Source: an optimization exercise on an open RTL-to-GDS flow (aim: small area, a short achievable clock period and few clock cycles). Production flows keep margins and buffers that such runs may drop. Where RTL was checked, it was by simulation tests only, not by an equivalence proof against the original.

Setup of lane 1:
// idct_top
module idct_top (
	input  logic                 clock,
	input  logic                 resetn,
	input  logic                 start_i,
	input  logic [4:0]           block_row_i,
	input  logic [5:0]           block_col_i,
	input  sram_pkg::sram_data_t sram_read_data_i,
	output sram_pkg::sram_addr_t sram_address_o,
	output sram_pkg::sram_data_t sram_write_data_o,
	output logic                 sram_we_n_o,
	output logic                 done_o
);
	logic       busy;
	logic [7:0] slot;
	logic [7:0] ns;       
	logic       go;       
	logic [14:0] lp;      
	logic [14:0] base;
	assign go   = start_i && !busy;
	assign ns   = busy ? slot + 8'd1 : 8'd0;
	assign base = {(9'd150 + {4'd0, block_row_i} + {2'd0, block_row_i, 2'b00}), block_col_i};
	logic ns_rd, ns_wdir, ns_wbuf;
	logic [2:0] ns_wrow, ns_wj;
	always_comb begin
		ns_rd   = !ns[7] && (ns[3] == 1'b0);
		ns_wdir = !ns[7] && (ns[3:0] >= 4'd11);
		ns_wbuf = (!ns[7] && ns[3:0] >= 4'd8 && ns[3:0] <= 4'd10 && ns[6:4] != 3'd0)
		       || (ns[7] && ns[6:0] <= 7'd2);
		if (ns_wdir) begin
			ns_wrow = ns[6:4];
			ns_wj   = 3'(ns[3:0] - 4'd11);
		end else begin
  ...
For scale: roughly 66 I/O pins, roughly 34000 um^2 of cells after synthesis.
clock: 13.0 ns
lec_check: 0
abc_clock_period_in_ps: 5000
cap_margin: 20
core_margin: 2
core_utilization: 65
setup_slack_margin: 5
slew_margin: 20
run.sh (not shown) runs the stock make flow with config.mk's settings and CLKGATE_MAP_FILE= SYNTH_SCRIPT=/design/flow/synth_recipe.tcl, a recipe that flattens the netlist after the stock synthesis.
Lane 1: no failed stages, no open violations at the end
Testbench counts of lane 1, summed over its fixed seeds: cycles 33,792.
> inputs changed (lane 1 -> lane 2)
- swapping 65 for 40 in CORE_UTILIZATION
- clearing ABC_CLOCK_PERIOD_IN_PS, which used to be 5000
- clearing SETUP_SLACK_MARGIN, which used to be 5
In lane 2 relative to lane 1, die area had gone up by more than half.
Utilization: higher on lane 1
Taking lane 2 over lane 1, the total number of vias ratio works out to 0.927.
Against lane 1, lane 2 comes in 2 lower on number of buffers inserted to repair setup after CTS.
In lane 2, the signed area change from the synthesized netlist to the final layout came out 1.3 points above the value in lane 1.
Lane 2: pre-CTS setup slack is 0.64 ns higher than what lane 1 reported.
Lane 2 against lane 1; number of global-route vias before repair is down by a few percent.
Every run in the comparison, lane 2 and lane 1, completed the flow with a clean layout.
Sort lane 2 and lane 1 by clock-buffer cell count asc -> top: lane 1


v6:
Another version of the RTL of idct_top (not shown whole).
Size in the first run: about 2700 cells after synthesis, ~370 flip-flops, ~66 I/O pins, roughly 26000 sq um of cells after synthesis.
// idct_top
module idct_top (
	input  logic                 clock,
	input  logic                 resetn,
	input  logic                 start_i,
	input  logic [4:0]           block_row_i,
	input  logic [5:0]           block_col_i,
	input  sram_pkg::sram_data_t sram_read_data_i,
	output sram_pkg::sram_addr_t sram_address_o,
	output sram_pkg::sram_data_t sram_write_data_o,
	output logic                 sram_we_n_o,
	output logic                 done_o
);
	logic        busy;
	logic [7:0]  slot;
	logic [7:0]  ns;       
	logic        go;       
	logic [14:0] lp;       
	logic [14:0] base;
	assign go = start_i && !busy;
	assign ns = busy ? slot + 8'd1 : 8'd0;
	logic [8:0] line_hi;
	always_comb begin
		case (block_row_i)
			5'd0: line_hi = 9'd150;
			5'd1: line_hi = 9'd155;
			5'd2: line_hi = 9'd160;
			5'd3: line_hi = 9'd165;
			5'd4: line_hi = 9'd170;
			5'd5: line_hi = 9'd175;
			5'd6: line_hi = 9'd180;
			5'd7: line_hi = 9'd185;
			5'd8: line_hi = 9'd190;
			5'd9: line_hi = 9'd195;
			5'd10: line_hi = 9'd200;
			5'd11: line_hi = 9'd205;
			5'd12: line_hi = 9'd210;
			5'd13: line_hi = 9'd215;
			5'd14: line_hi = 9'd220;
			5'd15: line_hi = 9'd225;
			5'd16: line_hi = 9'd230;
			5'd17: line_hi = 9'd235;
			5'd18: line_hi = 9'd240;
			5'd19: line_hi = 9'd245;
			5'd20: line_hi = 9'd250;
			5'd21: line_hi = 9'd255;
			5'd22: line_hi = 9'd260;
			5'd23: line_hi = 9'd265;
			5'd24: line_hi = 9'd270;
			5'd25: line_hi = 9'd275;
			5'd26: line_hi = 9'd280;
			5'd27: line_hi = 9'd285;
			5'd28: line_hi = 9'd290;
			5'd29: line_hi = 9'd295;
			5'd30: line_hi = 9'd300;
			default: line_hi = 9'd305;
		endcase
	end
	assign base = {line_hi, block_col_i};
	logic       ns_rd, ns_wdir, ns_wbuf, ns_wlast;
	logic [2:0] ns_wrow, ns_wj;
	always_comb begin
		ns_rd    = !ns[7] && !ns[3];
		ns_wdir  = !ns[7] && ns[3:2] == 2'b11;
		ns_wlast = ns[7] && ns[6:0] <= 7'd3;
		ns_wbuf  = !ns[7] && ns[3:2] == 2'b10 && ns[6:4] != 3'd0;
		ns_wrow  = ns_wdir ? ns[6:4] : ns[6:4] - 3'd1;    
		case ({ns_wdir, ns[1:0]})
			3'b100:  ns_wj = 3'd0;
  ...
clock: 13.0 ns
lec_check: 0
cap_margin: 20
core_margin: 2
core_utilization: 65
setup_slack_margin: 5
slew_margin: 20
standard.sh (not shown) runs the stock make flow with config.mk's settings and CLKGATE_MAP_FILE= SYNTH_SCRIPT=/design/flow/synth_recipe.tcl, a recipe that flattens the netlist after the stock synthesis.
==> flow/flow/run.sh <==
#!/bin/bash
# The standard layout (standard.sh: ORFS from synthesis to the final
# layout), with timing repair aiming for a setup slack well above zero so
# that the layout reaches a shorter period than the 13 ns it is signed off at.
bash standard.sh SETUP_SLACK_MARGIN=9.3 finish > standard.log 2>&1
--- input diff v6..v7 ---
==> flow/flow/run.sh <==
#!/bin/bash
# The standard layout (standard.sh: ORFS from synthesis to the final
# layout), with timing repair aiming for a setup slack well above zero so
# that the layout reaches a shorter period than the 13 ns it is signed off at.
bash standard.sh SETUP_SLACK_MARGIN=9.0 finish > standard.log 2>&1
[summary]
- v7 completed; timing, DRC and antenna clean
- In the flow results for v7 and v6, the global-route wire length before repair is smaller on v7.
- The master of the slowest instance on the critical path comes out sky130_fd_sc_hd__fa_1 in one run and sky130_fd_sc_hd__a2111o_1 in the other, namely in v7 and v6 respectively.
- The instance count on the critical path of v7 falls short of that of v6 by 1.
- Relative to v6, the total track usage of v7 is lower by 0.53 points.
- v6 → v7: fmax dropped about 0.5%.
No run of this note included a check of the RTL's function; only the layout flow was run.

## port drivers added, routing unchanged
How much do the figures lean on ideal ports? The routed layouts below were timed once more, with nothing changed but the port constraints. Step 1 sets driving cells, clkbuf_16 on the clock port and buf_2 on the other inputs (assumed; they add their load-dependent delay and slew). Step 2, shift: input delay + t, output delay - t, t = (earliest + latest rising clock arrival at the registers) / 2. This alone moves slack from input paths to output paths. a / b / c = ideal ports / drivers / drivers and shift; a / b = the first two.
| run | shift t [ns] | setup WS [ns] | hold slack, ns | clock arrival spread, ns | worst slew at a driven data input, ns |
|---|---|---|---|---|---|
| lane 1 | 0.633 | 5.170 / 5.170 / 5.170 | 0.431 / 0.431 / 0.431 | 0.024 / 0.024 | 0.06 |
| lane 2 | 0.645 | 4.310 / 4.310 / 4.310 | 0.441 / 0.441 / 0.441 | 0.039 / 0.038 | 0.06 |
| v6 | 0.637 | 7.585 / 7.585 / 7.585 | 0.316 / 0.316 / 0.316 | 0.039 / 0.039 | 0.11 |
| v7 | 0.636 | 7.558 / 7.558 / 7.558 | 0.326 / 0.326 / 0.326 | 0.020 / 0.020 | 0.08 |
After both steps setup and hold are still met in every run listed.
